Context: an optimization exercise on an open-source flow, tuned for small area, a short achievable clock period and few clock cycles per item. The choices shown serve that exercise and are no tape-out recipe.
Only simulation tests tie the RTL to the original design; equivalence was not proved.
Power and IR drop assume default switching activity.

===== flow/config.mk =====
export PLATFORM = sky130hd
export DESIGN_NAME = fft16_digit_reverse_buf
export DESIGN_NICKNAME = fft16_digit_reverse_buf
export VERILOG_FILES = /design/flow/design.v
export SDC_FILE = /design/flow/constraint.sdc
export NUM_CORES = 4
export LEC_CHECK = 0
export CAP_MARGIN = 20
export CORE_MARGIN = 2
export CORE_UTILIZATION = 65
export CTS_CLUSTER_DIAMETER = 100
export CTS_CLUSTER_SIZE = 30
export SETUP_SLACK_MARGIN = 1.85
export SLEW_MARGIN = 20

===== flow/constraint.sdc =====
create_clock -name core_clock -period 4.0 [get_ports {clk}]
set_input_delay 0.8000 -clock core_clock [delete_from_list [all_inputs] [get_ports {clk}]]
set_output_delay 0.8000 -clock core_clock [all_outputs]
set_load 0.01 [all_outputs]

===== flow/design.v =====
package fft16_pkg;
    localparam int DATA_W = 32;
    localparam int N      = 16;
    localparam int NSLOT  = 9;    
    localparam int NPH    = 6;     
    localparam int PHW    = 3;
    typedef struct packed {
        logic signed [DATA_W-1:0] re;
        logic signed [DATA_W-1:0] im;
    } cplx_t;
    function automatic logic [3:0] digit_rev4(input logic [3:0] idx);
        digit_rev4 = {idx[1:0], idx[3:2]};
    endfunction
    function automatic logic [NSLOT-1:0] wr_slot(input logic [PHW-1:0] ph, input logic [3:0] k);
        case ({ph, k})
            {3'd0, 4'd0}: wr_slot = 9'b000000001;
            {3'd0, 4'd1}: wr_slot = 9'b000000010;
            {3'd0, 4'd2}: wr_slot = 9'b000000100;
            {3'd0, 4'd3}: wr_slot = 9'b000001000;
            {3'd0, 4'd4}: wr_slot = 9'b000010000;
            {3'd0, 4'd5}: wr_slot = 9'b000100000;
            {3'd0, 4'd6}: wr_slot = 9'b001000000;
            {3'd0, 4'd7}: wr_slot = 9'b010000000;
            {3'd0, 4'd8}: wr_slot = 9'b100000000;
            {3'd0, 4'd9}: wr_slot = 9'b000000001;
            {3'd0, 4'd10}: wr_slot = 9'b000010000;
            {3'd0, 4'd11}: wr_slot = 9'b100000000;
            {3'd0, 4'd12}: wr_slot = 9'b000000000;
            {3'd0, 4'd13}: wr_slot = 9'b000000010;
            {3'd0, 4'd14}: wr_slot = 9'b000100000;
            {3'd0, 4'd15}: wr_slot = 9'b000000001;
            {3'd1, 4'd0}: wr_slot = 9'b000000010;
            {3'd1, 4'd1}: wr_slot = 9'b000000100;
            {3'd1, 4'd2}: wr_slot = 9'b001000000;
            {3'd1, 4'd3}: wr_slot = 9'b000010000;
            {3'd1, 4'd4}: wr_slot = 9'b000100000;
            {3'd1, 4'd5}: wr_slot = 9'b000001000;
            {3'd1, 4'd6}: wr_slot = 9'b010000000;
            {3'd1, 4'd7}: wr_slot = 9'b100000000;
            {3'd1, 4'd8}: wr_slot = 9'b000000001;
            {3'd1, 4'd9}: wr_slot = 9'b000000010;
            {3'd1, 4'd10}: wr_slot = 9'b000100000;
            {3'd1, 4'd11}: wr_slot = 9'b000000001;
            {3'd1, 4'd12}: wr_slot = 9'b000000000;
            {3'd1, 4'd13}: wr_slot = 9'b000000100;
            {3'd1, 4'd14}: wr_slot = 9'b000001000;
            {3'd1, 4'd15}: wr_slot = 9'b000000010;
            {3'd2, 4'd0}: wr_slot = 9'b000000100;
            {3'd2, 4'd1}: wr_slot = 9'b001000000;
            {3'd2, 4'd2}: wr_slot = 9'b010000000;
            {3'd2, 4'd3}: wr_slot = 9'b000100000;
            {3'd2, 4'd4}: wr_slot = 9'b000001000;
            {3'd2, 4'd5}: wr_slot = 9'b000010000;
            {3'd2, 4'd6}: wr_slot = 9'b100000000;
            {3'd2, 4'd7}: wr_slot = 9'b000000001;
            {3'd2, 4'd8}: wr_slot = 9'b000000010;
            {3'd2, 4'd9}: wr_slot = 9'b000000100;
            {3'd2, 4'd10}: wr_slot = 9'b000001000;
            {3'd2, 4'd11}: wr_slot = 9'b000000010;
            {3'd2, 4'd12}: wr_slot = 9'b000000000;
            {3'd2, 4'd13}: wr_slot = 9'b001000000;
            {3'd2, 4'd14}: wr_slot = 9'b000010000;
            {3'd2, 4'd15}: wr_slot = 9'b000000100;
            {3'd3, 4'd0}: wr_slot = 9'b001000000;
            {3'd3, 4'd1}: wr_slot = 9'b010000000;
            {3'd3, 4'd2}: wr_slot = 9'b100000000;
            {3'd3, 4'd3}: wr_slot = 9'b000001000;
            {3'd3, 4'd4}: wr_slot = 9'b000010000;
            {3'd3, 4'd5}: wr_slot = 9'b000100000;
            {3'd3, 4'd6}: wr_slot = 9'b000000001;
            {3'd3, 4'd7}: wr_slot = 9'b000000010;
            {3'd3, 4'd8}: wr_slot = 9'b000000100;
            {3'd3, 4'd9}: wr_slot = 9'b001000000;
            {3'd3, 4'd10}: wr_slot = 9'b000010000;
            {3'd3, 4'd11}: wr_slot = 9'b000000100;
            {3'd3, 4'd12}: wr_slot = 9'b000000000;
            {3'd3, 4'd13}: wr_slot = 9'b010000000;
            {3'd3, 4'd14}: wr_slot = 9'b000100000;
            {3'd3, 4'd15}: wr_slot = 9'b001000000;
            {3'd4, 4'd0}: wr_slot = 9'b010000000;
            {3'd4, 4'd1}: wr_slot = 9'b100000000;
            {3'd4, 4'd2}: wr_slot = 9'b000000001;
            {3'd4, 4'd3}: wr_slot = 9'b000010000;
            {3'd4, 4'd4}: wr_slot = 9'b000100000;
            {3'd4, 4'd5}: wr_slot = 9'b000001000;
            {3'd4, 4'd6}: wr_slot = 9'b000000010;
            {3'd4, 4'd7}: wr_slot = 9'b000000100;
            {3'd4, 4'd8}: wr_slot = 9'b001000000;
            {3'd4, 4'd9}: wr_slot = 9'b010000000;
            {3'd4, 4'd10}: wr_slot = 9'b000100000;
            {3'd4, 4'd11}: wr_slot = 9'b001000000;
            {3'd4, 4'd12}: wr_slot = 9'b000000000;
            {3'd4, 4'd13}: wr_slot = 9'b100000000;
            {3'd4, 4'd14}: wr_slot = 9'b000001000;
            {3'd4, 4'd15}: wr_slot = 9'b010000000;
            {3'd5, 4'd0}: wr_slot = 9'b100000000;
            {3'd5, 4'd1}: wr_slot = 9'b000000001;
            {3'd5, 4'd2}: wr_slot = 9'b000000010;
            {3'd5, 4'd3}: wr_slot = 9'b000100000;
            {3'd5, 4'd4}: wr_slot = 9'b000001000;
            {3'd5, 4'd5}: wr_slot = 9'b000010000;
            {3'd5, 4'd6}: wr_slot = 9'b000000100;
            {3'd5, 4'd7}: wr_slot = 9'b001000000;
            {3'd5, 4'd8}: wr_slot = 9'b010000000;
            {3'd5, 4'd9}: wr_slot = 9'b100000000;
            {3'd5, 4'd10}: wr_slot = 9'b000001000;
            {3'd5, 4'd11}: wr_slot = 9'b010000000;
            {3'd5, 4'd12}: wr_slot = 9'b000000000;
            {3'd5, 4'd13}: wr_slot = 9'b000000001;
            {3'd5, 4'd14}: wr_slot = 9'b000010000;
            {3'd5, 4'd15}: wr_slot = 9'b100000000;
            default: wr_slot = '0;
        endcase
    endfunction
    function automatic logic [NSLOT-1:0] wr_slot_nxt(input logic [PHW-1:0] ph, input logic [3:0] k);
        case ({ph, k})
            {3'd0, 4'd0}: wr_slot_nxt = 9'b000000010;
            {3'd0, 4'd1}: wr_slot_nxt = 9'b000000100;
            {3'd0, 4'd2}: wr_slot_nxt = 9'b000001000;
            {3'd0, 4'd3}: wr_slot_nxt = 9'b000010000;
            {3'd0, 4'd4}: wr_slot_nxt = 9'b000100000;
            {3'd0, 4'd5}: wr_slot_nxt = 9'b001000000;
            {3'd0, 4'd6}: wr_slot_nxt = 9'b010000000;
            {3'd0, 4'd7}: wr_slot_nxt = 9'b100000000;
            {3'd0, 4'd8}: wr_slot_nxt = 9'b000000001;
            {3'd0, 4'd9}: wr_slot_nxt = 9'b000010000;
            {3'd0, 4'd10}: wr_slot_nxt = 9'b100000000;
            {3'd0, 4'd11}: wr_slot_nxt = 9'b000000000;
            {3'd0, 4'd12}: wr_slot_nxt = 9'b000000010;
            {3'd0, 4'd13}: wr_slot_nxt = 9'b000100000;
            {3'd0, 4'd14}: wr_slot_nxt = 9'b000000001;
            {3'd0, 4'd15}: wr_slot_nxt = 9'b000000010;
            {3'd1, 4'd0}: wr_slot_nxt = 9'b000000100;
            {3'd1, 4'd1}: wr_slot_nxt = 9'b001000000;
            {3'd1, 4'd2}: wr_slot_nxt = 9'b000010000;
            {3'd1, 4'd3}: wr_slot_nxt = 9'b000100000;
            {3'd1, 4'd4}: wr_slot_nxt = 9'b000001000;
            {3'd1, 4'd5}: wr_slot_nxt = 9'b010000000;
            {3'd1, 4'd6}: wr_slot_nxt = 9'b100000000;
            {3'd1, 4'd7}: wr_slot_nxt = 9'b000000001;
            {3'd1, 4'd8}: wr_slot_nxt = 9'b000000010;
            {3'd1, 4'd9}: wr_slot_nxt = 9'b000100000;
            {3'd1, 4'd10}: wr_slot_nxt = 9'b000000001;
            {3'd1, 4'd11}: wr_slot_nxt = 9'b000000000;
            {3'd1, 4'd12}: wr_slot_nxt = 9'b000000100;
            {3'd1, 4'd13}: wr_slot_nxt = 9'b000001000;
            {3'd1, 4'd14}: wr_slot_nxt = 9'b000000010;
            {3'd1, 4'd15}: wr_slot_nxt = 9'b000000100;
            {3'd2, 4'd0}: wr_slot_nxt = 9'b001000000;
            {3'd2, 4'd1}: wr_slot_nxt = 9'b010000000;
            {3'd2, 4'd2}: wr_slot_nxt = 9'b000100000;
            {3'd2, 4'd3}: wr_slot_nxt = 9'b000001000;
            {3'd2, 4'd4}: wr_slot_nxt = 9'b000010000;
            {3'd2, 4'd5}: wr_slot_nxt = 9'b100000000;
            {3'd2, 4'd6}: wr_slot_nxt = 9'b000000001;
            {3'd2, 4'd7}: wr_slot_nxt = 9'b000000010;
            {3'd2, 4'd8}: wr_slot_nxt = 9'b000000100;
            {3'd2, 4'd9}: wr_slot_nxt = 9'b000001000;
            {3'd2, 4'd10}: wr_slot_nxt = 9'b000000010;
            {3'd2, 4'd11}: wr_slot_nxt = 9'b000000000;
            {3'd2, 4'd12}: wr_slot_nxt = 9'b001000000;
            {3'd2, 4'd13}: wr_slot_nxt = 9'b000010000;
            {3'd2, 4'd14}: wr_slot_nxt = 9'b000000100;
            {3'd2, 4'd15}: wr_slot_nxt = 9'b001000000;
            {3'd3, 4'd0}: wr_slot_nxt = 9'b010000000;
            {3'd3, 4'd1}: wr_slot_nxt = 9'b100000000;
            {3'd3, 4'd2}: wr_slot_nxt = 9'b000001000;
            {3'd3, 4'd3}: wr_slot_nxt = 9'b000010000;
            {3'd3, 4'd4}: wr_slot_nxt = 9'b000100000;
            {3'd3, 4'd5}: wr_slot_nxt = 9'b000000001;
            {3'd3, 4'd6}: wr_slot_nxt = 9'b000000010;
            {3'd3, 4'd7}: wr_slot_nxt = 9'b000000100;
            {3'd3, 4'd8}: wr_slot_nxt = 9'b001000000;
            {3'd3, 4'd9}: wr_slot_nxt = 9'b000010000;
            {3'd3, 4'd10}: wr_slot_nxt = 9'b000000100;
            {3'd3, 4'd11}: wr_slot_nxt = 9'b000000000;
            {3'd3, 4'd12}: wr_slot_nxt = 9'b010000000;
            {3'd3, 4'd13}: wr_slot_nxt = 9'b000100000;
            {3'd3, 4'd14}: wr_slot_nxt = 9'b001000000;
            {3'd3, 4'd15}: wr_slot_nxt = 9'b010000000;
            {3'd4, 4'd0}: wr_slot_nxt = 9'b100000000;
            {3'd4, 4'd1}: wr_slot_nxt = 9'b000000001;
            {3'd4, 4'd2}: wr_slot_nxt = 9'b000010000;
            {3'd4, 4'd3}: wr_slot_nxt = 9'b000100000;
            {3'd4, 4'd4}: wr_slot_nxt = 9'b000001000;
            {3'd4, 4'd5}: wr_slot_nxt = 9'b000000010;
            {3'd4, 4'd6}: wr_slot_nxt = 9'b000000100;
            {3'd4, 4'd7}: wr_slot_nxt = 9'b001000000;
            {3'd4, 4'd8}: wr_slot_nxt = 9'b010000000;
            {3'd4, 4'd9}: wr_slot_nxt = 9'b000100000;
            {3'd4, 4'd10}: wr_slot_nxt = 9'b001000000;
            {3'd4, 4'd11}: wr_slot_nxt = 9'b000000000;
            {3'd4, 4'd12}: wr_slot_nxt = 9'b100000000;
            {3'd4, 4'd13}: wr_slot_nxt = 9'b000001000;
            {3'd4, 4'd14}: wr_slot_nxt = 9'b010000000;
            {3'd4, 4'd15}: wr_slot_nxt = 9'b100000000;
            {3'd5, 4'd0}: wr_slot_nxt = 9'b000000001;
            {3'd5, 4'd1}: wr_slot_nxt = 9'b000000010;
            {3'd5, 4'd2}: wr_slot_nxt = 9'b000100000;
            {3'd5, 4'd3}: wr_slot_nxt = 9'b000001000;
            {3'd5, 4'd4}: wr_slot_nxt = 9'b000010000;
            {3'd5, 4'd5}: wr_slot_nxt = 9'b000000100;
            {3'd5, 4'd6}: wr_slot_nxt = 9'b001000000;
            {3'd5, 4'd7}: wr_slot_nxt = 9'b010000000;
            {3'd5, 4'd8}: wr_slot_nxt = 9'b100000000;
            {3'd5, 4'd9}: wr_slot_nxt = 9'b000001000;
            {3'd5, 4'd10}: wr_slot_nxt = 9'b010000000;
            {3'd5, 4'd11}: wr_slot_nxt = 9'b000000000;
            {3'd5, 4'd12}: wr_slot_nxt = 9'b000000001;
            {3'd5, 4'd13}: wr_slot_nxt = 9'b000010000;
            {3'd5, 4'd14}: wr_slot_nxt = 9'b100000000;
            {3'd5, 4'd15}: wr_slot_nxt = 9'b000000001;
            default: wr_slot_nxt = '0;
        endcase
    endfunction
    function automatic logic [NSLOT-1:0] rd_slot(input logic [PHW-1:0] ph, input logic [3:0] k);
        case ({ph, k})
            {3'd0, 4'd0}: rd_slot = 9'b000000001;
            {3'd0, 4'd1}: rd_slot = 9'b000010000;
            {3'd0, 4'd2}: rd_slot = 9'b100000000;
            {3'd0, 4'd3}: rd_slot = 9'b000000000;
            {3'd0, 4'd4}: rd_slot = 9'b000000010;
            {3'd0, 4'd5}: rd_slot = 9'b000100000;
            {3'd0, 4'd6}: rd_slot = 9'b000000001;
            {3'd0, 4'd7}: rd_slot = 9'b000000010;
            {3'd0, 4'd8}: rd_slot = 9'b000000100;
            {3'd0, 4'd9}: rd_slot = 9'b001000000;
            {3'd0, 4'd10}: rd_slot = 9'b000010000;
            {3'd0, 4'd11}: rd_slot = 9'b000100000;
            {3'd0, 4'd12}: rd_slot = 9'b000001000;
            {3'd0, 4'd13}: rd_slot = 9'b010000000;
            {3'd0, 4'd14}: rd_slot = 9'b100000000;
            {3'd0, 4'd15}: rd_slot = 9'b000000001;
            {3'd1, 4'd0}: rd_slot = 9'b000000010;
            {3'd1, 4'd1}: rd_slot = 9'b000100000;
            {3'd1, 4'd2}: rd_slot = 9'b000000001;
            {3'd1, 4'd3}: rd_slot = 9'b000000000;
            {3'd1, 4'd4}: rd_slot = 9'b000000100;
            {3'd1, 4'd5}: rd_slot = 9'b000001000;
            {3'd1, 4'd6}: rd_slot = 9'b000000010;
            {3'd1, 4'd7}: rd_slot = 9'b000000100;
            {3'd1, 4'd8}: rd_slot = 9'b001000000;
            {3'd1, 4'd9}: rd_slot = 9'b010000000;
            {3'd1, 4'd10}: rd_slot = 9'b000100000;
            {3'd1, 4'd11}: rd_slot = 9'b000001000;
            {3'd1, 4'd12}: rd_slot = 9'b000010000;
            {3'd1, 4'd13}: rd_slot = 9'b100000000;
            {3'd1, 4'd14}: rd_slot = 9'b000000001;
            {3'd1, 4'd15}: rd_slot = 9'b000000010;
            {3'd2, 4'd0}: rd_slot = 9'b000000100;
            {3'd2, 4'd1}: rd_slot = 9'b000001000;
            {3'd2, 4'd2}: rd_slot = 9'b000000010;
            {3'd2, 4'd3}: rd_slot = 9'b000000000;
            {3'd2, 4'd4}: rd_slot = 9'b001000000;
            {3'd2, 4'd5}: rd_slot = 9'b000010000;
            {3'd2, 4'd6}: rd_slot = 9'b000000100;
            {3'd2, 4'd7}: rd_slot = 9'b001000000;
            {3'd2, 4'd8}: rd_slot = 9'b010000000;
            {3'd2, 4'd9}: rd_slot = 9'b100000000;
            {3'd2, 4'd10}: rd_slot = 9'b000001000;
            {3'd2, 4'd11}: rd_slot = 9'b000010000;
            {3'd2, 4'd12}: rd_slot = 9'b000100000;
            {3'd2, 4'd13}: rd_slot = 9'b000000001;
            {3'd2, 4'd14}: rd_slot = 9'b000000010;
            {3'd2, 4'd15}: rd_slot = 9'b000000100;
            {3'd3, 4'd0}: rd_slot = 9'b001000000;
            {3'd3, 4'd1}: rd_slot = 9'b000010000;
            {3'd3, 4'd2}: rd_slot = 9'b000000100;
            {3'd3, 4'd3}: rd_slot = 9'b000000000;
            {3'd3, 4'd4}: rd_slot = 9'b010000000;
            {3'd3, 4'd5}: rd_slot = 9'b000100000;
            {3'd3, 4'd6}: rd_slot = 9'b001000000;
            {3'd3, 4'd7}: rd_slot = 9'b010000000;
            {3'd3, 4'd8}: rd_slot = 9'b100000000;
            {3'd3, 4'd9}: rd_slot = 9'b000000001;
            {3'd3, 4'd10}: rd_slot = 9'b000010000;
            {3'd3, 4'd11}: rd_slot = 9'b000100000;
            {3'd3, 4'd12}: rd_slot = 9'b000001000;
            {3'd3, 4'd13}: rd_slot = 9'b000000010;
            {3'd3, 4'd14}: rd_slot = 9'b000000100;
            {3'd3, 4'd15}: rd_slot = 9'b001000000;
            {3'd4, 4'd0}: rd_slot = 9'b010000000;
            {3'd4, 4'd1}: rd_slot = 9'b000100000;
            {3'd4, 4'd2}: rd_slot = 9'b001000000;
            {3'd4, 4'd3}: rd_slot = 9'b000000000;
            {3'd4, 4'd4}: rd_slot = 9'b100000000;
            {3'd4, 4'd5}: rd_slot = 9'b000001000;
            {3'd4, 4'd6}: rd_slot = 9'b010000000;
            {3'd4, 4'd7}: rd_slot = 9'b100000000;
            {3'd4, 4'd8}: rd_slot = 9'b000000001;
            {3'd4, 4'd9}: rd_slot = 9'b000000010;
            {3'd4, 4'd10}: rd_slot = 9'b000100000;
            {3'd4, 4'd11}: rd_slot = 9'b000001000;
            {3'd4, 4'd12}: rd_slot = 9'b000010000;
            {3'd4, 4'd13}: rd_slot = 9'b000000100;
            {3'd4, 4'd14}: rd_slot = 9'b001000000;
            {3'd4, 4'd15}: rd_slot = 9'b010000000;
            {3'd5, 4'd0}: rd_slot = 9'b100000000;
            {3'd5, 4'd1}: rd_slot = 9'b000001000;
            {3'd5, 4'd2}: rd_slot = 9'b010000000;
            {3'd5, 4'd3}: rd_slot = 9'b000000000;
            {3'd5, 4'd4}: rd_slot = 9'b000000001;
            {3'd5, 4'd5}: rd_slot = 9'b000010000;
            {3'd5, 4'd6}: rd_slot = 9'b100000000;
            {3'd5, 4'd7}: rd_slot = 9'b000000001;
            {3'd5, 4'd8}: rd_slot = 9'b000000010;
            {3'd5, 4'd9}: rd_slot = 9'b000000100;
            {3'd5, 4'd10}: rd_slot = 9'b000001000;
            {3'd5, 4'd11}: rd_slot = 9'b000010000;
            {3'd5, 4'd12}: rd_slot = 9'b000100000;
            {3'd5, 4'd13}: rd_slot = 9'b001000000;
            {3'd5, 4'd14}: rd_slot = 9'b010000000;
            {3'd5, 4'd15}: rd_slot = 9'b100000000;
            default: rd_slot = '0;
        endcase
    endfunction
    function automatic logic [NSLOT-1:0] rd_slot_nxt(input logic [PHW-1:0] ph, input logic [3:0] k);
        case ({ph, k})
            {3'd0, 4'd0}: rd_slot_nxt = 9'b000010000;
            {3'd0, 4'd1}: rd_slot_nxt = 9'b100000000;
            {3'd0, 4'd2}: rd_slot_nxt = 9'b000000000;
            {3'd0, 4'd3}: rd_slot_nxt = 9'b000000010;
            {3'd0, 4'd4}: rd_slot_nxt = 9'b000100000;
            {3'd0, 4'd5}: rd_slot_nxt = 9'b000000001;
            {3'd0, 4'd6}: rd_slot_nxt = 9'b000000010;
            {3'd0, 4'd7}: rd_slot_nxt = 9'b000000100;
            {3'd0, 4'd8}: rd_slot_nxt = 9'b001000000;
            {3'd0, 4'd9}: rd_slot_nxt = 9'b000010000;
            {3'd0, 4'd10}: rd_slot_nxt = 9'b000100000;
            {3'd0, 4'd11}: rd_slot_nxt = 9'b000001000;
            {3'd0, 4'd12}: rd_slot_nxt = 9'b010000000;
            {3'd0, 4'd13}: rd_slot_nxt = 9'b100000000;
            {3'd0, 4'd14}: rd_slot_nxt = 9'b000000001;
            {3'd0, 4'd15}: rd_slot_nxt = 9'b000000010;
            {3'd1, 4'd0}: rd_slot_nxt = 9'b000100000;
            {3'd1, 4'd1}: rd_slot_nxt = 9'b000000001;
            {3'd1, 4'd2}: rd_slot_nxt = 9'b000000000;
            {3'd1, 4'd3}: rd_slot_nxt = 9'b000000100;
            {3'd1, 4'd4}: rd_slot_nxt = 9'b000001000;
            {3'd1, 4'd5}: rd_slot_nxt = 9'b000000010;
            {3'd1, 4'd6}: rd_slot_nxt = 9'b000000100;
            {3'd1, 4'd7}: rd_slot_nxt = 9'b001000000;
            {3'd1, 4'd8}: rd_slot_nxt = 9'b010000000;
            {3'd1, 4'd9}: rd_slot_nxt = 9'b000100000;
            {3'd1, 4'd10}: rd_slot_nxt = 9'b000001000;
            {3'd1, 4'd11}: rd_slot_nxt = 9'b000010000;
            {3'd1, 4'd12}: rd_slot_nxt = 9'b100000000;
            {3'd1, 4'd13}: rd_slot_nxt = 9'b000000001;
            {3'd1, 4'd14}: rd_slot_nxt = 9'b000000010;
            {3'd1, 4'd15}: rd_slot_nxt = 9'b000000100;
            {3'd2, 4'd0}: rd_slot_nxt = 9'b000001000;
            {3'd2, 4'd1}: rd_slot_nxt = 9'b000000010;
            {3'd2, 4'd2}: rd_slot_nxt = 9'b000000000;
            {3'd2, 4'd3}: rd_slot_nxt = 9'b001000000;
            {3'd2, 4'd4}: rd_slot_nxt = 9'b000010000;
            {3'd2, 4'd5}: rd_slot_nxt = 9'b000000100;
            {3'd2, 4'd6}: rd_slot_nxt = 9'b001000000;
            {3'd2, 4'd7}: rd_slot_nxt = 9'b010000000;
            {3'd2, 4'd8}: rd_slot_nxt = 9'b100000000;
            {3'd2, 4'd9}: rd_slot_nxt = 9'b000001000;
            {3'd2, 4'd10}: rd_slot_nxt = 9'b000010000;
            {3'd2, 4'd11}: rd_slot_nxt = 9'b000100000;
            {3'd2, 4'd12}: rd_slot_nxt = 9'b000000001;
            {3'd2, 4'd13}: rd_slot_nxt = 9'b000000010;
            {3'd2, 4'd14}: rd_slot_nxt = 9'b000000100;
            {3'd2, 4'd15}: rd_slot_nxt = 9'b001000000;
            {3'd3, 4'd0}: rd_slot_nxt = 9'b000010000;
            {3'd3, 4'd1}: rd_slot_nxt = 9'b000000100;
            {3'd3, 4'd2}: rd_slot_nxt = 9'b000000000;
            {3'd3, 4'd3}: rd_slot_nxt = 9'b010000000;
            {3'd3, 4'd4}: rd_slot_nxt = 9'b000100000;
            {3'd3, 4'd5}: rd_slot_nxt = 9'b001000000;
            {3'd3, 4'd6}: rd_slot_nxt = 9'b010000000;
            {3'd3, 4'd7}: rd_slot_nxt = 9'b100000000;
            {3'd3, 4'd8}: rd_slot_nxt = 9'b000000001;
            {3'd3, 4'd9}: rd_slot_nxt = 9'b000010000;
            {3'd3, 4'd10}: rd_slot_nxt = 9'b000100000;
            {3'd3, 4'd11}: rd_slot_nxt = 9'b000001000;
            {3'd3, 4'd12}: rd_slot_nxt = 9'b000000010;
            {3'd3, 4'd13}: rd_slot_nxt = 9'b000000100;
            {3'd3, 4'd14}: rd_slot_nxt = 9'b001000000;
            {3'd3, 4'd15}: rd_slot_nxt = 9'b010000000;
            {3'd4, 4'd0}: rd_slot_nxt = 9'b000100000;
            {3'd4, 4'd1}: rd_slot_nxt = 9'b001000000;
            {3'd4, 4'd2}: rd_slot_nxt = 9'b000000000;
            {3'd4, 4'd3}: rd_slot_nxt = 9'b100000000;
            {3'd4, 4'd4}: rd_slot_nxt = 9'b000001000;
            {3'd4, 4'd5}: rd_slot_nxt = 9'b010000000;
            {3'd4, 4'd6}: rd_slot_nxt = 9'b100000000;
            {3'd4, 4'd7}: rd_slot_nxt = 9'b000000001;
            {3'd4, 4'd8}: rd_slot_nxt = 9'b000000010;
            {3'd4, 4'd9}: rd_slot_nxt = 9'b000100000;
            {3'd4, 4'd10}: rd_slot_nxt = 9'b000001000;
            {3'd4, 4'd11}: rd_slot_nxt = 9'b000010000;
            {3'd4, 4'd12}: rd_slot_nxt = 9'b000000100;
            {3'd4, 4'd13}: rd_slot_nxt = 9'b001000000;
            {3'd4, 4'd14}: rd_slot_nxt = 9'b010000000;
            {3'd4, 4'd15}: rd_slot_nxt = 9'b100000000;
            {3'd5, 4'd0}: rd_slot_nxt = 9'b000001000;
            {3'd5, 4'd1}: rd_slot_nxt = 9'b010000000;
            {3'd5, 4'd2}: rd_slot_nxt = 9'b000000000;
            {3'd5, 4'd3}: rd_slot_nxt = 9'b000000001;
            {3'd5, 4'd4}: rd_slot_nxt = 9'b000010000;
            {3'd5, 4'd5}: rd_slot_nxt = 9'b100000000;
            {3'd5, 4'd6}: rd_slot_nxt = 9'b000000001;
            {3'd5, 4'd7}: rd_slot_nxt = 9'b000000010;
            {3'd5, 4'd8}: rd_slot_nxt = 9'b000000100;
            {3'd5, 4'd9}: rd_slot_nxt = 9'b000001000;
            {3'd5, 4'd10}: rd_slot_nxt = 9'b000010000;
            {3'd5, 4'd11}: rd_slot_nxt = 9'b000100000;
            {3'd5, 4'd12}: rd_slot_nxt = 9'b001000000;
            {3'd5, 4'd13}: rd_slot_nxt = 9'b010000000;
            {3'd5, 4'd14}: rd_slot_nxt = 9'b100000000;
            {3'd5, 4'd15}: rd_slot_nxt = 9'b000000001;
            default: rd_slot_nxt = '0;
        endcase
    endfunction
    function automatic logic avail_w(input logic [NSLOT-1:0] t, input logic [3:0] k);
        case (k)
            4'd0: avail_w = 1'b1;
            4'd1: avail_w = t[2];
            4'd2: avail_w = t[5];
            4'd3: avail_w = t[8];
            4'd4: avail_w = 1'b1;
            4'd5: avail_w = 1'b1;
            4'd6: avail_w = t[2];
            4'd7: avail_w = t[5];
            4'd8: avail_w = 1'b1;
            4'd9: avail_w = 1'b1;
            4'd10: avail_w = 1'b1;
            4'd11: avail_w = t[2];
            4'd12: avail_w = 1'b1;
            4'd13: avail_w = 1'b1;
            4'd14: avail_w = 1'b1;
            4'd15: avail_w = 1'b1;
            default: avail_w = 1'b0;
        endcase
    endfunction
    function automatic logic avail_r(input logic [NSLOT-1:0] t, input logic [3:0] k);
        case (k)
            4'd0: avail_r = t[4];
            4'd1: avail_r = t[7];
            4'd2: avail_r = 1'b0;
            4'd3: avail_r = 1'b1;
            4'd4: avail_r = t[1];
            4'd5: avail_r = t[4];
            4'd6: avail_r = t[7];
            4'd7: avail_r = 1'b1;
            4'd8: avail_r = 1'b1;
            4'd9: avail_r = t[1];
            4'd10: avail_r = t[4];
            4'd11: avail_r = 1'b1;
            4'd12: avail_r = 1'b1;
            4'd13: avail_r = 1'b1;
            4'd14: avail_r = t[1];
            4'd15: avail_r = t[1];
            default: avail_r = 1'b0;
        endcase
    endfunction
    function automatic logic avail_wr(input logic [NSLOT-1:0] t, input logic [3:0] k);
        case (k)
            4'd0: avail_wr = t[3];
            4'd1: avail_wr = t[6];
            4'd2: avail_wr = 1'b0;
            4'd3: avail_wr = 1'b1;
            4'd4: avail_wr = t[0];
            4'd5: avail_wr = t[3];
            4'd6: avail_wr = t[6];
            4'd7: avail_wr = 1'b1;
            4'd8: avail_wr = 1'b1;
            4'd9: avail_wr = t[0];
            4'd10: avail_wr = t[3];
            4'd11: avail_wr = 1'b1;
            4'd12: avail_wr = 1'b1;
            4'd13: avail_wr = 1'b1;
            4'd14: avail_wr = t[0];
            4'd15: avail_wr = t[0];
            default: avail_wr = 1'b0;
        endcase
    endfunction
    function automatic logic byp_w(input logic [NSLOT-1:0] t, input logic [3:0] k);
        case (k)
            4'd0: byp_w = 1'b0;
            4'd1: byp_w = (t[1] && !t[2]);
            4'd2: byp_w = (t[4] && !t[5]);
            4'd3: byp_w = (t[7] && !t[8]);
            4'd4: byp_w = 1'b0;
            4'd5: byp_w = 1'b0;
            4'd6: byp_w = (t[1] && !t[2]);
            4'd7: byp_w = (t[4] && !t[5]);
            4'd8: byp_w = 1'b0;
            4'd9: byp_w = 1'b0;
            4'd10: byp_w = 1'b0;
            4'd11: byp_w = (t[1] && !t[2]);
            4'd12: byp_w = 1'b0;
            4'd13: byp_w = 1'b0;
            4'd14: byp_w = 1'b0;
            4'd15: byp_w = 1'b0;
            default: byp_w = 1'b0;
        endcase
    endfunction
    function automatic logic byp_r(input logic [NSLOT-1:0] t, input logic [3:0] k);
        case (k)
            4'd0: byp_r = (t[3] && !t[4]);
            4'd1: byp_r = (t[6] && !t[7]);
            4'd2: byp_r = 1'b0;
            4'd3: byp_r = 1'b0;
            4'd4: byp_r = (t[0] && !t[1]);
            4'd5: byp_r = (t[3] && !t[4]);
            4'd6: byp_r = (t[6] && !t[7]);
            4'd7: byp_r = 1'b0;
            4'd8: byp_r = 1'b0;
            4'd9: byp_r = (t[0] && !t[1]);
            4'd10: byp_r = (t[3] && !t[4]);
            4'd11: byp_r = 1'b0;
            4'd12: byp_r = 1'b0;
            4'd13: byp_r = 1'b0;
            4'd14: byp_r = (t[0] && !t[1]);
            4'd15: byp_r = (t[0] && !t[1]);
            default: byp_r = 1'b0;
        endcase
    endfunction
    function automatic logic byp_wr(input logic [NSLOT-1:0] t, input logic [3:0] k);
        case (k)
            4'd0: byp_wr = (t[2] && !t[3]);
            4'd1: byp_wr = (t[5] && !t[6]);
            4'd2: byp_wr = t[8];
            4'd3: byp_wr = 1'b0;
            4'd4: byp_wr = !t[0];
            4'd5: byp_wr = (t[2] && !t[3]);
            4'd6: byp_wr = (t[5] && !t[6]);
            4'd7: byp_wr = 1'b0;
            4'd8: byp_wr = 1'b0;
            4'd9: byp_wr = !t[0];
            4'd10: byp_wr = (t[2] && !t[3]);
            4'd11: byp_wr = 1'b0;
            4'd12: byp_wr = 1'b0;
            4'd13: byp_wr = 1'b0;
            4'd14: byp_wr = !t[0];
            4'd15: byp_wr = !t[0];
            default: byp_wr = 1'b0;
        endcase
    endfunction
endpackage
module fft16_bank_ram #(
    parameter int W  = 2 * fft16_pkg::DATA_W,
    parameter int NS = fft16_pkg::NSLOT
) (
    input  logic          clk,
    input  logic [NS-1:0] wsel,
    input  logic [W-1:0]  wdata,
    input  logic [NS-1:0] rsel,
    output logic [W-1:0]  rdata
);
    logic [W-1:0] mem_q [NS];
    always_ff @(posedge clk) begin
        for (int i = 0; i < NS; i++) begin
            if (wsel[i]) mem_q[i] <= wdata;
        end
    end
    always_comb begin
        rdata = '0;
        for (int i = 0; i < NS; i++) begin
            rdata = rdata | (mem_q[i] & {W{rsel[i]}});
        end
    end
endmodule
module fft16_digit_reverse_buf #(
    parameter int DATA_W = 32,
    parameter int N      = 16
) (
    input  logic                  clk,
    input  logic                  rst_n,
    input  logic                  in_valid,
    output logic                  in_ready,
    input  logic [DATA_W-1:0]     in_re,
    input  logic [DATA_W-1:0]     in_im,
    output logic                  out_valid,
    input  logic                  out_ready,
    output logic [DATA_W-1:0]     out_re,
    output logic [DATA_W-1:0]     out_im,
    output logic [3:0]            out_idx,
    output logic                  out_last
);
    localparam int NS  = fft16_pkg::NSLOT;
    localparam int PHW = fft16_pkg::PHW;
    localparam int DW  = 2 * DATA_W;
    logic [PHW-1:0] wph_q, rph_q, wph_inc, rph_inc;    
    logic [3:0]     wcnt_q, rcnt_q, wcnt_inc, rcnt_inc;
    logic [NS-1:0]  t_q, t_d;                           
    logic [NS-1:0]  wsel_q, wsel_d, rsel_q, rsel_d;
    logic           fa_q;                               
    logic           avail_q, avail_d;                   
    logic           byp_q, byp_d;                       
    logic           full_q, full_d;
    logic           nq_q, np_q, nq_d, np_d, fa_d;       
    logic           aw, bw, ar, br, awr, bwr;
    logic           out_valid_q, out_valid_d;
    logic [3:0]     out_idx_q;
    logic           out_last_q;
    logic [DW-1:0]  out_q, rd_data;
    logic           wr_fire, can_load, rd_load, in_ready_c;
    assign can_load   = !out_valid_q || out_ready;
    assign in_ready_c = !np_q || (!nq_q && out_ready);
    assign wr_fire    = in_valid && in_ready_c;
    assign rd_load    = can_load && (avail_q || (byp_q && wr_fire));
    assign wcnt_inc = wcnt_q + 4'd1;
    assign rcnt_inc = rcnt_q + 4'd1;
    assign wph_inc  = (wcnt_q != 4'(N - 1)) ? wph_q : (wph_q == PHW'(fft16_pkg::NPH - 1)) ? '0 : wph_q + 1'b1;
    assign rph_inc  = (rcnt_q != 4'(N - 1)) ? rph_q : (rph_q == PHW'(fft16_pkg::NPH - 1)) ? '0 : rph_q + 1'b1;
    always_comb begin
        aw  = fft16_pkg::avail_w(t_q, rcnt_q);
        bw  = fft16_pkg::byp_w(t_q, rcnt_q);
        ar  = fft16_pkg::avail_r(t_q, rcnt_q);
        br  = fft16_pkg::byp_r(t_q, rcnt_q);
        awr = fft16_pkg::avail_wr(t_q, rcnt_q);
        bwr = fft16_pkg::byp_wr(t_q, rcnt_q);
        case ({wr_fire, rd_load})
            2'b10: begin
                t_d     = {t_q[NS-2:0], 1'b1};
                full_d  = t_q[NS-2];
                avail_d = aw;
                byp_d   = bw;
                nq_d    = !(aw || bw);
                np_d    = t_q[NS-2] && ((out_valid_q && !out_ready) || !(aw || bw));
                fa_d    = t_q[NS-2] && aw;
            end
            2'b01: begin
                t_d     = {1'b0, t_q[NS-1:1]};
                full_d  = 1'b0;
                avail_d = ar;
                byp_d   = br;
                nq_d    = !(ar || br);
                np_d    = 1'b0;
                fa_d    = 1'b0;
            end
            2'b11: begin
                t_d     = t_q;
                full_d  = full_q;
                avail_d = awr;
                byp_d   = bwr;
                nq_d    = !(awr || bwr);
                np_d    = full_q;
                fa_d    = full_q && awr;
            end
            default: begin
                t_d     = t_q;
                full_d  = full_q;
                avail_d = avail_q;
                byp_d   = byp_q;
                nq_d    = nq_q;
                np_d    = full_q && ((out_valid_q && !out_ready) || nq_q);
                fa_d    = fa_q;
            end
        endcase
        out_valid_d = can_load ? rd_load : out_valid_q;
        wsel_d = wr_fire ? fft16_pkg::wr_slot_nxt(wph_q, wcnt_q) : fft16_pkg::wr_slot(wph_q, wcnt_q);
        if (full_d) wsel_d = '0;
        rsel_d = rd_load ? fft16_pkg::rd_slot_nxt(rph_q, rcnt_q) : fft16_pkg::rd_slot(rph_q, rcnt_q);
    end
    fft16_bank_ram #(.W(DW), .NS(NS)) u_pool (
        .clk   (clk),
        .wsel  (wsel_q | (rsel_q & {NS{fa_q && can_load}})),
        .wdata ({in_re, in_im}),
        .rsel  (rsel_q),
        .rdata (rd_data)
    );
    always_ff @(posedge clk or negedge rst_n) begin
        if (!rst_n) begin
            wph_q       <= '0;
            wcnt_q      <= '0;
            rph_q       <= '0;
            rcnt_q      <= '0;
            t_q         <= '0;
            fa_q        <= 1'b0;
            avail_q     <= 1'b0;
            byp_q       <= 1'b1;
            full_q      <= 1'b0;
            nq_q        <= 1'b0;
            np_q        <= 1'b0;
            out_valid_q <= 1'b0;
        end else begin
            t_q         <= t_d;
            fa_q        <= fa_d;
            avail_q     <= avail_d;
            byp_q       <= byp_d;
            full_q      <= full_d;
            nq_q        <= nq_d;
            np_q        <= np_d;
            out_valid_q <= out_valid_d;
            if (wr_fire) begin
                wcnt_q <= wcnt_inc;
                wph_q  <= wph_inc;
            end
            if (rd_load) begin
                rcnt_q <= rcnt_inc;
                rph_q  <= rph_inc;
            end
        end
    end
    always_ff @(posedge clk) begin
        wsel_q <= wsel_d;
        rsel_q <= rsel_d;
    end
    always_ff @(posedge clk) begin
        if (can_load) begin
            out_q      <= byp_q ? {in_re, in_im} : rd_data;
            out_idx_q  <= fft16_pkg::digit_rev4(rcnt_q);
            out_last_q <= (rcnt_q == 4'(N - 1));
        end
    end
    assign in_ready  = in_ready_c;
    assign out_valid = out_valid_q;
    assign out_re    = out_q[DW-1:DATA_W];
    assign out_im    = out_q[DATA_W-1:0];
    assign out_idx   = out_idx_q;
    assign out_last  = out_last_q;
endmodule

===== flow/flow/run.sh =====
#!/bin/bash
# The standard layout (the standard.sh: ORFS synthesis to final layout), with one change:
# the input and output port buffers are plain sky130_fd_sc_hd__buf_2 cells instead of the
# delay cells buffer_ports picks by default. Every port still gets its own buffer.
# make's full output goes to standard.log in the work folder; ORFS's per-step logs stay under
# orfs/logs/.
set -euo pipefail
export BUFFER_PORTS_ARGS="-buffer_cell sky130_fd_sc_hd__buf_2"
bash standard.sh finish > standard.log 2>&1

===== flow/standard.sh =====
#!/bin/bash
# synth_recipe.tcl (not shown) runs the flow's synth.tcl, then flattens the netlist and writes it again
# the make line also repeats each setting of config.mk as NAME=value (left out here)
make -C /OpenROAD-flow-scripts/flow DESIGN_CONFIG=/design/flow/config.mk WORK_HOME=/design/flow/orfs CLKGATE_MAP_FILE= SYNTH_SCRIPT=/design/flow/synth_recipe.tcl "${@:-finish}"

==> results_dict.tcl, run 1 <==
set metrics [dict create \
    dieArea_um2 42500 \
    portBuffers 138 \
    tns_ns 0 \
    nNetsFinal 1859 \
    avgSynthCellArea_um2 16.2 \
    holdCritPathClass "input pin to async pin" \
    drc 0 \
    synth_cell_types 77 \
    path_class "flip-flop to flip-flop" \
    p_total_mw 23.2 \
    diodes 0 \
    drtAntennaViolNets 0 \
    root_buffer "clkbuf_16" \
    fin_skew_ns 0.0312 \
    outcome "complete, no violations" \
    p_int_mw 15.0 \
    wl_per_cell_um 26.9 \
    placedCellCount 2226 \
    rsz0062_at_grt "true" \
    final_core_util 0.726 \
    overflow 0 \
    setup-violations-final 0 \
    cts_sinks 693 \
    wl_mm 62.3 \
    drv_slew 0 \
    grt_antenna_before_repair 4 \
    drive_above_1_share 0.194 \
    cp_slowest_cell "dfrtp_2" \
    slew_headroom 0.474 \
    share_comb_of_total_power 0.347 \
    coreArea_um2 40600 \
    synth_edf_count 645 \
    cts_tree "done" \
    hold_viol 0 \
    hpwl_mm 31.7 \
    arrival_ns 2.66 \
    cts_buffers 27 \
    area_delta_synth_final_pct 11.0 \
    worst_slack_ns 1.83 \
    clk_path_buf_depth 3 \
    ys_ff_latch 693 \
    path_clk_slew_ns 0.11 \
    cts_max_level 1 \
    initial_utilization 0.654 \
    n_fill_cell 2530 \
    clk_latency_ns 0.60 \
    viasPerCell 6.76 \
    clkPwrFrac 0.141 \
    ioPinCount 139 \
    synth_area_um2 26600 \
    grt_max_degree 91 \
    max_stage_delay_ns 0.48 \
    min_period_ns 2.17 \
    ys.warnings.count 3 \
    dieWidth_um 206 \
    critical_path.cell_chain "buf_4, ha_4, ha_2, a22o_1, a32o_1, mux2i_2, nor3_1, a221o_1" \
    cp-start-kind "flip-flop" \
    ys.flop_type "edfxtp_1" \
    drv_cap 0 \
    grt_pass1_vias 14965 \
    end_kind "flip-flop" \
    cp.required_ns 4.50 \
    gp_congestion 0.850 \
    swShare 0.354 \
    track_usage 0.290 \
    tightest_slew_ns 0.790 \
    die_y_um 206 \
    cp_max_fo 10 \
    rr_worst_depth 8 \
    async_flop_share 0.0433 \
    pwr-share-seq 0.512 \
    dr.pass1.iters 6 \
    instances_no_fill 2316 \
    regArea_um2 20500 \
    synth_fp_nets 1725 \
    rows 74 \
    ys_seq_area_frac 0.770 \
    switching_power_mw 8.20 \
    drt_iter0_markers 1905 \
    routed-via-count 15665 \
    ir_worst_vdd_uv 737 \
    leakagePower_nw 9.78 \
    max_freq_mhz 462 \
    multi_input_area_um2 5960 \
    dp_slack_ns 0.841 \
    layout_worst_path_cycle_share 0.542 \
    synthCells 1641 \
    power_density_nw_per_um2 786 \
    grt_pass1_wl_mm 90.9 \
]
[path summary, 6_finish.rpt]
| check | slack [ns] | end | start |
|---|---|---|---|
| hold / removal | 0.26 | wcnt_q[2] | rst_n |
| max in group asynchronous | 3.16 | wph_q[0] | rst_n |
| setup / recovery | 1.83 | rsel_q[3] | rcnt_q[1] |
| hold reg to reg | 0.54 | out_valid_q | avail_q |
| setup reg to reg | 1.83 | rsel_q[3] | rcnt_q[1] |
| min in group core_clock | 0.50 | u_pool.mem_q[1][1] | in_im[1] |
[synth_stat cells, types with 24 or more instances]
cell      number  area [µm²]
a221oi_1      69         604
mux2i_1       29         290
o21ai_0       25         125
a22oi_1      135        1010
dfrtp_1       29         726
a222oi_1      64         641
clkbuf_1      69         259
nand2_1       38         143
nor2_1       100         375
edfxtp_1     645       19400
nand3_1       71         355
inv_1         24        90.1
a21oi_1       97         485
[what timing repair did]
item                                    4_1_cts  5_1_grt
endpoints found under the setup margin      631       33
buffers inserted                             26       16
pin swaps                                     4       12
resized for setup                            42       56
hold buffers                                  0        0
cloned                                       10        0
[cell families (layout without fill, tap and decap cells)]
family / Yosys count / in the layout / synth area share
DFF: 693 / 693 / 0.770
AOI/OAI and AO/OA: 470 / 479 / 0.133
and+or+nand+nor: 277 / 278 / 0.0502
buffers and inverters: 140 / 273 / 0.0221
muxes: 36 / 36 / 0.0140
adders and majority gates: 16 / 16 / 0.00753
xor gates and xnor gates: 9 / 9 / 0.00296
[worst max-delay path, delay by kind of cell (launching register included)]
family / cells / cell delay (ns)
multiplexers: 1 / 0.21
flip-flops: 1 / 0.48
AO/OA/AOI/OAI: 3 / 0.73
adder cells (fa/ha/maj): 2 / 0.39
AND/OR/NAND/NOR: 1 / 0.08
buffers and inverters: 1 / 0.16
[state kept, by name, summed over array words and instances (netlist names), 3 cells and up]
| name | flops |
|---|---|
| rsel_q | 9 |
| t_q | 9 |
| rph_q | 3 |
| wcnt_q | 4 |
| wsel_q | 9 |
| wph_q | 3 |
| out_idx_q | 4 |
| out_q | 64 |
| rcnt_q | 4 |
| u_pool.mem_q | 576 |
[stage by stage]
step | area (µm²) | hold WS (ns)
6_report | 29500 | 0.263
5_1_grt | 29500 | 0.300
4_1_cts | 29200 | 0.262
3_5_place_dp | 27900 | 0.504
3_3_place_gp | 27900 | 0.514
2_1_floorplan | 26700 | 0.447
[layer usage]
layer | global-route usage | wire length [µm] | vias to the layer above | share of wire
met5 | 0 | 44 | - | 0.00071
met4 | 0.0582 | 1210 | 6 | 0.019
met3 | 0.0352 | 5130 | 89 | 0.082
met2 | 0.473 | 30300 | 733 | 0.49
met1 | 0.429 | 25600 | 7871 | 0.41
li1 | - | - | 6966 | -
[final cells by class]
| cell class | instances | area share |
|---|---|---|
| repair buffers | 210 | 0.0509 |
| clock inverters | 2 | 0.000975 |
| flip-flops and latches | 693 | 0.696 |
| multi-input cells | 818 | 0.202 |
| inverters | 25 | 0.00377 |
| well taps | 532 | 0.0226 |
| clock buffers | 36 | 0.0240 |
[power by group through the flow]
stage | clock, mW | combinational, mW | sequential, mW
global placement | 0 | 6.93 | 11.9
finish | 3.28 | 8.04 | 11.9
floorplan | 0 | 4.85 | 11.5
global route | 3.56 | 8.72 | 12.1
CTS | 3.35 | 7.60 | 11.9
detailed placement | 0 | 7.04 | 12.0
[cell usage in the layout (no fill, tap or decap), types with 8 or more instances in the layout]
master,n
a222oi_1,64
a31oi_1,8
nand3_1,71
buf_4,48
a21o_4,9
nor3_1,8
nand2_1,36
clkbuf_16,27
nor2_1,99
o21ai_1,10
o21ai_0,16
dfxtp_4,8
a221oi_1,67
a22oi_1,133
mux2i_1,25
a21o_2,9
inv_1,18
buf_2,137
edfxtp_1,645
buf_12,18
dfrtp_1,20
a21oi_1,96
dfxtp_1,9
xnor2_1,9
nor2b_1,8
clkbuf_1,9
nand2b_1,9
Testbench counts, summed over its fixed seeds: cycles 7,347, items 6,144.
==> run 2, diff against run 1 <==
--- a/flow/config.mk
+++ b/flow/config.mk
@@ -7,8 +7,8 @@
 export LEC_CHECK = 0
 export CAP_MARGIN = 20
 export CORE_MARGIN = 2
-export CORE_UTILIZATION = 65
+export CORE_UTILIZATION = 70
 export CTS_CLUSTER_DIAMETER = 100
 export CTS_CLUSTER_SIZE = 30
-export SETUP_SLACK_MARGIN = 1.85
+export SETUP_SLACK_MARGIN = 1.8
 export SLEW_MARGIN = 20
==> run 2 against run 1 <==
  * Area after synthesis unchanged
  * Largest cell class unchanged
  * Still clean on timing, DRC and antenna
  * Critical path type unchanged
  * Clock skew rose by 0.011 ns
  * Hold slack barely moved
==> results_dict.tcl, run 2 <==
set metrics [dict create \
    outcome "complete, no violations" \
    synth_commonest_cells "edfxtp_1 (645), a22oi_1 (135), nor2_1 (100)" \
    wl_per_cell_um 26.2 \
    cts_tree "done" \
    viasPerCell 6.89 \
    grt_pass1_vias 15062 \
    power_density_nw_per_um2 783 \
    final_cell_mix "edfxtp_1 (645), buf_2 (138), a22oi_1 (135)" \
    yosysMostFrequentCell "edfxtp_1" \
    root_buffer "clkbuf_16" \
    cts_buffers 27 \
    holdCritPathClass "input pin to async pin" \
    track_usage 0.299 \
    clk_latency_ns 0.61 \
    cts_max_level 1 \
    overflow 0 \
    grt_max_degree 85 \
    cp.required_ns 4.29 \
    synth_edf_count 645 \
    synth_top_family_by_area "compound AO/OA/AOI/OAI gates" \
    top_regs "u_pool.mem_q (576), out_q (64)" \
    instances_no_fill 2274 \
    largest-register "u_pool.mem_q" \
    ys_ff_latch 693 \
    path_clk_slew_ns 0.11 \
    rsz0062_at_grt "true" \
    layout_worst_path_cycle_share 0.557 \
    area_delta_synth_final_pct 9.29 \
    synthTopCellsByArea "edfxtp_1 (73%), a22oi_1 (3.8%), dfrtp_1 (2.7%), a222oi_1 (2.4%), a221oi_1 (2.3%)" \
    ir_worst_vdd_uv 821 \
    async_flop_share 0.0433 \
    cp-start-kind "flip-flop" \
    p_total_mw 22.7 \
    synth_fa_ha_area_frac 0.00753 \
    cts_sinks 693 \
    synth_mux_area_frac 0.0140 \
    wl_mm 59.6 \
    drtAntennaViolNets 0 \
    mostFrequentLayoutCell "edfxtp_1" \
    initial_utilization 0.708 \
    min_period_ns 2.23 \
    routed-via-count 15665 \
    grt_pass1_wl_mm 87.8 \
    ys_seq_area_frac 0.770 \
    synth_cell_types 77 \
    drv_cap 0 \
    synth_fp_nets 1725 \
    setup-violations-final 0 \
    synth_compound_area_frac 0.133 \
    placedCellCount 2206 \
    clk_path_buf_depth 3 \
    tightest_slew_ns 1.02 \
    cts_hold_buf 0 \
    leakagePower_nw 9.60 \
    slew_headroom 0.322 \
    tns_ns 0 \
    dieWidth_um 199 \
    avgSynthCellArea_um2 16.2 \
    yosys.area.top_type "edfxtp_1" \
    ioPinCount 139 \
    synth_top_area_share 0.728 \
    gp_congestion 0.855 \
    cp_max_fo 36 \
    synth_xor_area_frac 0.00296 \
    nNetsFinal 1835 \
    portBuffers 138 \
    drt_iter0_markers 1838 \
    path_class "flip-flop to flip-flop" \
    die_y_um 199 \
    drc 0 \
    coreArea_um2 37600 \
    synthSimpleGateAreaFrac 0.0502 \
    hold_viol 0 \
    ys.warnings.count 3 \
    dr.pass1.iters 8 \
    rr_worst_depth 4 \
    ys.flop_type "edfxtp_1" \
    dieArea_um2 39600 \
    synthCells 1641 \
    max_freq_mhz 449 \
    drv_slew 0 \
    arrival_ns 2.52 \
    end_kind "flip-flop" \
    hpwl_mm 31.5 \
    fin_skew_ns 0.0423 \
    grt_antenna_before_repair 7 \
    synth_area_um2 26600 \
    drive_above_1_share 0.173 \
    largest_reg_flops 576 \
    rows 71 \
]
==> run 2: cell types whose count changed in the layout (fill, tap and decap cells not counted), sizes merged <==
| cell | previous run | this run |
|---|---|---|
| nand2b | 12 | 11 |
| a21o | 20 | 13 |
| buf | 210 | 193 |
| inv | 25 | 26 |
| diode | 0 | 3 |
==> run 2: path summary, 6_finish.rpt <==
kind,start,endpoint,slack [ns]
worst max-delay path,out_valid_q,u_pool.mem_q[2][0],1.77
worst min-delay path,rst_n,rph_q[2],0.26
worst max register to register,out_valid_q,u_pool.mem_q[2][0],1.77
worst min register to register,fa_q,fa_q,0.52
max in group asynchronous,rst_n,rcnt_q[2],3.20
min in group core_clock,in_re[5],u_pool.mem_q[8][37],0.48
==> run 2: cell families after synthesis <==
family / Yosys count
compound gates: 470
flops: 693
fa+ha+maj: 16
mux: 36
simple gates: 277
xor+xnor: 9
buf+inv: 140
==> run 2: routing by layer <==
metal | track usage | routed length, µm
met1 | 0.429 | 23300
met2 | 0.494 | 29600
met3 | 0.0397 | 5560
met4 | 0.0766 | 1080
met5 | 0 | 46
==> run 2: through the flow <==
stage / util / hold WS (ns) / setup slack [ns] / cell area (µm²)
2_1_floorplan: - / 0.447 / 1.29 / 26700
3_3_place_gp: 0.742 / 0.495 / 1.04 / 27900
3_5_place_dp: 0.742 / 0.486 / 1.02 / 27900
4_1_cts: 0.765 / 0.267 / 1.78 / 28700
5_1_grt: 0.773 / 0.302 / 1.71 / 29100
6_report: 0.773 / 0.263 / 1.77 / 29100
==> run 2: worst max-delay path, cell delays in order (launching register included) <==
cell	delay [ns]
dfrtp_1	0.42
nand2b_4	0.10
and2_2	0.41
a21o_4	0.65
buf_12	0.30
==> run 2: what timing repair did <==
action,4_1_cts,5_1_grt
pin swaps,1,10
cloned,1,1
buffers inserted,2,23
gates resized for setup,33,31
endpoints found under the setup margin,295,180
==> run 2: report_power, final <==
group	internal, mW	switching, mW	total, mW
Combinational	2.74	4.79	7.53
Sequential	10.7	1.21	11.9
Clock	1.27	2.01	3.28
Total	14.7	8.01	22.7
==> run 2: layout make-up <==
type | instances | area [µm²]
Sequential cell | 693 | 20500
Antenna cell | 3 | 7.51
Timing Repair Buffer | 194 | 1240
Tap cell | 511 | 639
Clock inverter | 3 | 37.5
Multi-Input combinational cell | 810 | 5800
Fill cell | 2196 | 8520
Clock buffer | 35 | 706
Inverter | 25 | 106
==> run 3, diff against run 2 <==
--- a/flow/config.mk
+++ b/flow/config.mk
@@ -7,8 +7,8 @@
 export LEC_CHECK = 0
 export CAP_MARGIN = 20
 export CORE_MARGIN = 2
-export CORE_UTILIZATION = 70
-export CTS_CLUSTER_DIAMETER = 100
-export CTS_CLUSTER_SIZE = 30
+export CORE_UTILIZATION = 65
+export CTS_CLUSTER_DIAMETER = 80
+export CTS_CLUSTER_SIZE = 25
 export SETUP_SLACK_MARGIN = 1.8
 export SLEW_MARGIN = 20
==> run 3 against run 2 <==
  * Sequential share of layout area is 1.0 points lower
  * Hold slack better by 0.025 ns
  * First-iteration DRC count shrank 1.6%
  * Final area is 1.5% higher
  * Die area increased by 7.5%
  * Utilization is 4.8 points lower
  * Clock skew down 0.026 ns
  * Largest cell class unchanged
==> results_dict.tcl, run 3 <==
set metrics [dict create \
    synth_cell_types 77 \
    routed-wl-met3_mm 5.45 \
    async_flop_share 0.0433 \
    cts_buffers 35 \
    viasPerCell 6.76 \
    dpl_cell_area_um2 27900 \
    clk_path_buf_depth 3 \
    synth_edf_count 645 \
    synth_area_um2 26600 \
    leakagePower_nw 9.80 \
    max_stage_delay_ns 0.48 \
    wl_per_cell_um 26.8 \
    min_period_ns 2.20 \
    cp_max_fo 11 \
    gp_congestion 0.850 \
    dieArea_um2 42500 \
    rsz0062_at_grt "true" \
    r2r_start "rcnt_q[0]" \
    end_kind "flip-flop" \
    path_clk_slew_ns 0.09 \
    track_usage 0.293 \
    path_class "flip-flop to flip-flop" \
    cp_slowest_cell "dfrtp_2" \
    cp.required_ns 4.46 \
    crit_path_frequent_cell "mux2_2" \
    synth_top_area_share 0.728 \
    crit_start "rcnt_q[0]" \
    synthTopCellsByArea "edfxtp_1 (73%), a22oi_1 (3.8%), dfrtp_1 (2.7%), a222oi_1 (2.4%), a221oi_1 (2.3%)" \
    area_delta_synth_final_pct 10.9 \
    outcome "complete, no violations" \
    tightest_slew_ns 1.08 \
    ys.warnings.count 3 \
    clk_latency_ns 0.57 \
    ys_seq_area_frac 0.770 \
    cts_max_level 2 \
    p_int_mw 15.2 \
    grt_max_degree 91 \
    ys_ff_latch 693 \
    synthCells 1641 \
    largest_reg_flops 576 \
    drive_above_1_share 0.188 \
    ys.flop_type "edfxtp_1" \
    power_density_nw_per_um2 795 \
    max_freq_mhz 454 \
    yosysMostFrequentCell "edfxtp_1" \
    wl_met2_mm 29.7 \
    hpwl_mm 31.7 \
    yosys.area.top_type "edfxtp_1" \
    critical_path.cell_chain "inv_2, ha_4, mux2_2, mux2_2, a32o_2, a211oi_2, a211oi_1, a31o_1" \
    pwr-share-seq 0.510 \
    avgSynthCellArea_um2 16.2 \
    cts_tree "done" \
    ioPinCount 139 \
    routed.top_layer "met5" \
    largest-register "u_pool.mem_q" \
    nNetsFinal 1854 \
    dr.pass1.iters 5 \
    wl_met1_mm 25.5 \
    coreArea_um2 40600 \
    portBuffers 138 \
    setup-violations-final 0 \
    slew_headroom 0.281 \
    die_y_um 206 \
    drt_iter0_markers 1809 \
    cts_sinks 693 \
    holdCritPathClass "input pin to async pin" \
    swShare 0.351 \
    top_regs "u_pool.mem_q (576), out_q (64)" \
    grt_pass1_wl_mm 91.3 \
    stdcell_area_um2 29500 \
    drv_slew 0 \
    cp-start-kind "flip-flop" \
    grt_antenna_before_repair 9 \
    hold_viol 0 \
    overflow 0 \
    share_comb_of_total_power 0.327 \
    dieWidth_um 206 \
    drv_cap 0 \
    synth_commonest_cells "edfxtp_1 (645), a22oi_1 (135), nor2_1 (100)" \
    fin_skew_ns 0.0162 \
    rows 74 \
    ir_worst_vdd_uv 797 \
    root_buffer "clkbuf_16" \
    synth_fp_nets 1725 \
    layout_worst_path_cycle_share 0.551 \
    arrival_ns 2.67 \
    wl_mm 62.0 \
    routed-via-count 15647 \
    final_cell_mix "edfxtp_1 (645), buf_2 (138), a22oi_1 (135)" \
    clkPwrFrac 0.163 \
    cts_hold_buf 0 \
    drtAntennaViolNets 0 \
    drc 0 \
    initial_utilization 0.654 \
    tns_ns 0 \
    mostFrequentLayoutCell "edfxtp_1" \
    grt_pass1_vias 15001 \
    switching_power_mw 8.23 \
]
[run 3: final timing paths]
path / endpoint / slack (ns) / cells after the start
max: rsel_q[0] / 1.80 / 8
min: wcnt_q[3] / 0.29 / 1
max reg2reg: rsel_q[0] / 1.80 / 8
min reg2reg: out_valid_q / 0.52 / 2
max in group asynchronous: rcnt_q[2] / 3.11 / 1
min in group core_clock: out_valid_q / 0.52 / 2
[run 3: metrics by stage]
stage	hold slack (ns)	worst slack, ns	cells	total power [mW]	util
floorplan	0.447	1.29	1641	16.4	-
global placement	0.514	0.869	2226	18.9	0.687
detailed placement	0.504	0.841	2226	19.1	0.687
CTS	0.294	1.80	2299	23.2	0.719
global route	0.327	1.70	2313	24.6	0.725
finish	0.288	1.80	2314	23.4	0.726
[run 3: cell type report]
class,instances,area (µm²)
clock inverter,8,76.3
tap,532,666
antenna,2,5.00
inverter,25,106
multi-input combinational,818,5890
clock buffer,39,912
fill,2538,11200
sequential,693,20500
timing repair buffer,197,1310
[run 3: repair_timing]
| action | 4_1_cts | 5_1_grt |
|---|---|---|
| pin swaps | 1 | 4 |
| gates resized for setup | 34 | 32 |
| buffers inserted | 16 | 13 |
| gates cloned | 10 | 0 |
| setup endpoints to repair | 565 | 31 |
[run 3: power by group through the flow]
stage	sequential, mW	combinational [mW]	clock (mW)
after floorplan	11.5	4.85	0
after global placement	11.9	6.93	0
after detailed placement	12.0	7.04	0
after CTS	11.9	7.37	3.89
after global routing	12.2	8.35	4.13
final	12.0	7.65	3.82
[run 3: critical path: cells and delay by family, from the launching register on]
family | cells | cell delay [ns]
flops | 1 | 0.48
buf+inv | 1 | 0.11
mux | 2 | 0.58
compound gates | 4 | 0.71
fa+ha+maj | 1 | 0.23
[run 3: cells by family after synthesis]
| family | Yosys count | synth area share |
|---|---|---|
| xor gates and xnor gates | 9 | 0.00296 |
| DFF | 693 | 0.770 |
| adders and majority gates | 16 | 0.00753 |
| and+or+nand+nor | 277 | 0.0502 |
| AOI/OAI and AO/OA | 470 | 0.133 |
| muxes | 36 | 0.0140 |
| buffers and inverters | 140 | 0.0221 |
[run 3: layer usage]
metal,vias up,global-route usage
met5,-,0
met4,8,0.0852
met3,102,0.0490
met2,712,0.460
met1,7870,0.430
li1,6955,-
==> run 4, diff against run 3 <==
==> flow/flow/run.sh (replaced) <==
#!/bin/bash
# The standard layout (the standard.sh: ORFS synthesis to final layout), with one change:
# the input and output port buffers are plain sky130_fd_sc_hd__buf_1 cells instead of the
# delay cells buffer_ports picks by default. Every port still gets its own buffer.
# make's full output goes to standard.log in the work folder; ORFS's per-step logs stay under
# orfs/logs/.
set -euo pipefail
export BUFFER_PORTS_ARGS="-buffer_cell sky130_fd_sc_hd__buf_1"
bash standard.sh finish > standard.log 2>&1
--- a/flow/config.mk
+++ b/flow/config.mk
@@ -8,7 +8,7 @@
 export CAP_MARGIN = 20
 export CORE_MARGIN = 2
 export CORE_UTILIZATION = 65
-export CTS_CLUSTER_DIAMETER = 80
-export CTS_CLUSTER_SIZE = 25
+export CTS_CLUSTER_DIAMETER = 100
+export CTS_CLUSTER_SIZE = 30
 export SETUP_SLACK_MARGIN = 1.8
 export SLEW_MARGIN = 20
==> run 4 against run 3 <==
  * Register-to-register slack lost 0.02 ns
  * Global-route usage is essentially flat
  * Critical path depth unchanged
  * Final area shrank 1.1%
  * Worst setup slack lost 0.019 ns
  * Utilization down 0.81 points
  * Sequential cell count did not move
  * First-iteration DRC count grew 15%
  * Clock skew increased by 0.0027 ns
  * Power down 1.9%
  * Maximum frequency decreased by 0.84%
  * Synthesized cell count unchanged
  * Critical path type unchanged
  * Largest cell class unchanged
  * Largest power group unchanged
  * Highest routed layer unchanged
==> results_dict.tcl, run 4 <==
set metrics [dict create \
    yosys.area.top_type "edfxtp_1" \
    drive_above_1_share 0.106 \
    synth_fa_ha_area_frac 0.00753 \
    cts_hold_buf 0 \
    rows 74 \
    ys_seq_area_frac 0.770 \
    synth_top_area_share 0.728 \
    synth_compound_area_frac 0.133 \
    grt_max_degree 78 \
    cp.required_ns 4.50 \
    hold_viol 0 \
    root_buffer "clkbuf_16" \
    cts_max_level 1 \
    nNetsFinal 1852 \
    dieArea_um2 42500 \
    synth_cell_types 77 \
    initial_utilization 0.654 \
    arrival_ns 2.72 \
    grt_pass1_wl_mm 92.3 \
    die_y_um 206 \
    fin_skew_ns 0.0189 \
    synth_mux_area_frac 0.0140 \
    grt_pass1_vias 15253 \
    final_core_util 0.717 \
    dp_slack_ns 0.865 \
    cts_sinks 693 \
    avgSynthCellArea_um2 16.2 \
    ys_ff_latch 693 \
    leakagePower_nw 9.36 \
    drtAntennaViolNets 0 \
    drc 0 \
    rsz0062_at_grt "true" \
    outcome "complete, no violations" \
    clk_latency_ns 0.60 \
    tns_ns 0 \
    tightest_slew_ns 0.978 \
    portBuffers 138 \
    min_period_ns 2.22 \
    yosysMostFrequentCell "edfxtp_1" \
    routed-via-count 15805 \
    cp_max_fo 4 \
    overflow 0 \
    p_total_mw 23.0 \
    gp_congestion 0.837 \
    synthCells 1641 \
    synth_top_family_by_area "compound AO/OA/AOI/OAI gates" \
    cp-start-kind "flip-flop" \
    synth_fp_nets 1725 \
    dr.pass1.iters 9 \
    coreArea_um2 40600 \
    synth_commonest_cells "edfxtp_1 (645), a22oi_1 (135), nor2_1 (100)" \
    ys.flop_type "edfxtp_1" \
    clk_path_buf_depth 3 \
    path_clk_slew_ns 0.11 \
    slew_headroom 0.348 \
    ioPinCount 139 \
    ir_worst_vdd_uv 887 \
    layout_worst_path_cycle_share 0.555 \
    power_density_nw_per_um2 788 \
    setup-violations-final 0 \
    largest_reg_flops 576 \
    track_usage 0.293 \
    cts_buffers 27 \
    worst_slack_ns 1.78 \
    mostFrequentLayoutCell "edfxtp_1" \
    drv_cap 0 \
    top_regs "u_pool.mem_q (576), out_q (64)" \
    path_class "flip-flop to flip-flop" \
    final_cell_mix "edfxtp_1 (645), a22oi_1 (135), buf_1 (135)" \
    async_flop_share 0.0433 \
    grt_antenna_before_repair 3 \
    area_delta_synth_final_pct 9.67 \
    synthSimpleGateAreaFrac 0.0502 \
    synthTopCellsByArea "edfxtp_1 (73%), a22oi_1 (3.8%), dfrtp_1 (2.7%), a222oi_1 (2.4%), a221oi_1 (2.3%)" \
    wl_mm 62.7 \
    largest-register "u_pool.mem_q" \
    max_freq_mhz 450 \
    synth_area_um2 26600 \
    drv_slew 0 \
    end_kind "flip-flop" \
    wl_per_cell_um 27.0 \
    cts_tree "done" \
    hpwl_mm 32.8 \
    diodes 0 \
    synth_xor_area_frac 0.00296 \
    dieWidth_um 206 \
    holdCritPathClass "input pin to async pin" \
    viasPerCell 6.81 \
    drt_iter0_markers 2083 \
    ys.warnings.count 3 \
    rr_worst_depth 8 \
    synth_edf_count 645 \
]
==> run 4: cell counts after synthesis <==
No cell type changed its count.
==> run 4: worst paths after layout <==
check,slack [ns],start,end
worst max-delay path,1.78,wcnt_q[1],wsel_q[8]
worst min-delay path,0.27,rst_n,wcnt_q[2]
worst max register to register,1.78,wcnt_q[1],wsel_q[8]
max in group asynchronous,3.13,rst_n,rcnt_q[3]
min in group core_clock,0.51,avail_q,out_valid_q
worst min register to register,0.51,avail_q,out_valid_q
==> run 4: final cells by class <==
class                   count  area (µm²)
inverters                  25         104
clock buffers              47         751
clock inverters             2        28.8
repair buffers            203        1210
well taps                 532         666
fillers                  2602       11500
multi-input cells         818        5870
flip-flops and latches    693       20500
==> run 4: cells by family after synthesis <==
group | after synthesis
adder cells (fa/ha/maj) | 16
AO/OA/AOI/OAI | 470
AND/OR/NAND/NOR | 277
multiplexers | 36
buffers and inverters | 140
flip-flops | 693
XOR/XNOR | 9
==> run 4: power by group <==
group	total [mW]	leakage, nW	internal [mW]	switching [mW]
Sequential	12.0	6.49	10.7	1.27
Clock	3.38	0.371	1.31	2.06
Combinational	7.62	2.50	2.75	4.87
==> run 4: layer usage <==
layer  GRT usage  part of all wire  vias to the layer above
li1            -                 -                     6963
met3      0.0410             0.086                       88
met2       0.481              0.49                      731
met5           0           0.00061                        -
met4      0.0666             0.020                        6
met1       0.424              0.41                     8017
==> run 4: critical path, cell delays in order (launching register included) <==
cell,delay [ns]
dfrtp_1,0.43
inv_2,0.07
ha_1,0.30
or2_2,0.29
a311oi_2,0.24
a311oi_1,0.09
a21oi_1,0.25
nand2_1,0.16
a221oi_2,0.30
==> run 4: stage by stage <==
stage               cell area [µm²]  instances  hold WS [ns]
floorplan                     26700       1641         0.447
global placement              27800       2226         0.503
finish                        29200       2320         0.270
CTS                           28900       2302         0.269
global route                  29200       2320         0.306
detailed placement            27800       2226         0.490
==> run 4: timing repair <==
| action | 4_1_cts | 5_1_grt |
|---|---|---|
| gates resized for setup | 40 | 29 |
| buffers inserted | 18 | 17 |
| endpoints found under the setup margin | 606 | 293 |
| gates cloned | 9 | 1 |
| pin swaps | 5 | 4 |

-- afterwards: timing with drivers on the ports --
How much do the figures lean on ideal ports? The routed layouts below were timed once more, with nothing changed but the port constraints.
Step 1: set_driving_cell puts a clkbuf_16 on clk and a buf_2 on each other input, an assumption about the parent block.
Step 2, shift: input delay + t, output delay - t, t = (earliest + latest rising clock arrival at the registers) / 2. This alone moves slack from input paths to output paths.
Three values: ideal ports, drivers, drivers and shift; two values: the first two.
| run | t (ns) | setup WS [ns] |
|---|---|---|
| run 1 | 0.647 | 1.834 / 1.806 / 1.252 |
| run 2 | 0.645 | 1.770 / 1.770 / 1.194 |
| run 3 | 0.619 | 1.797 / 1.797 / 1.244 |
| run 4 | 0.647 | 1.779 / 1.774 / 1.229 |
After both steps setup and hold are still met in every run listed.
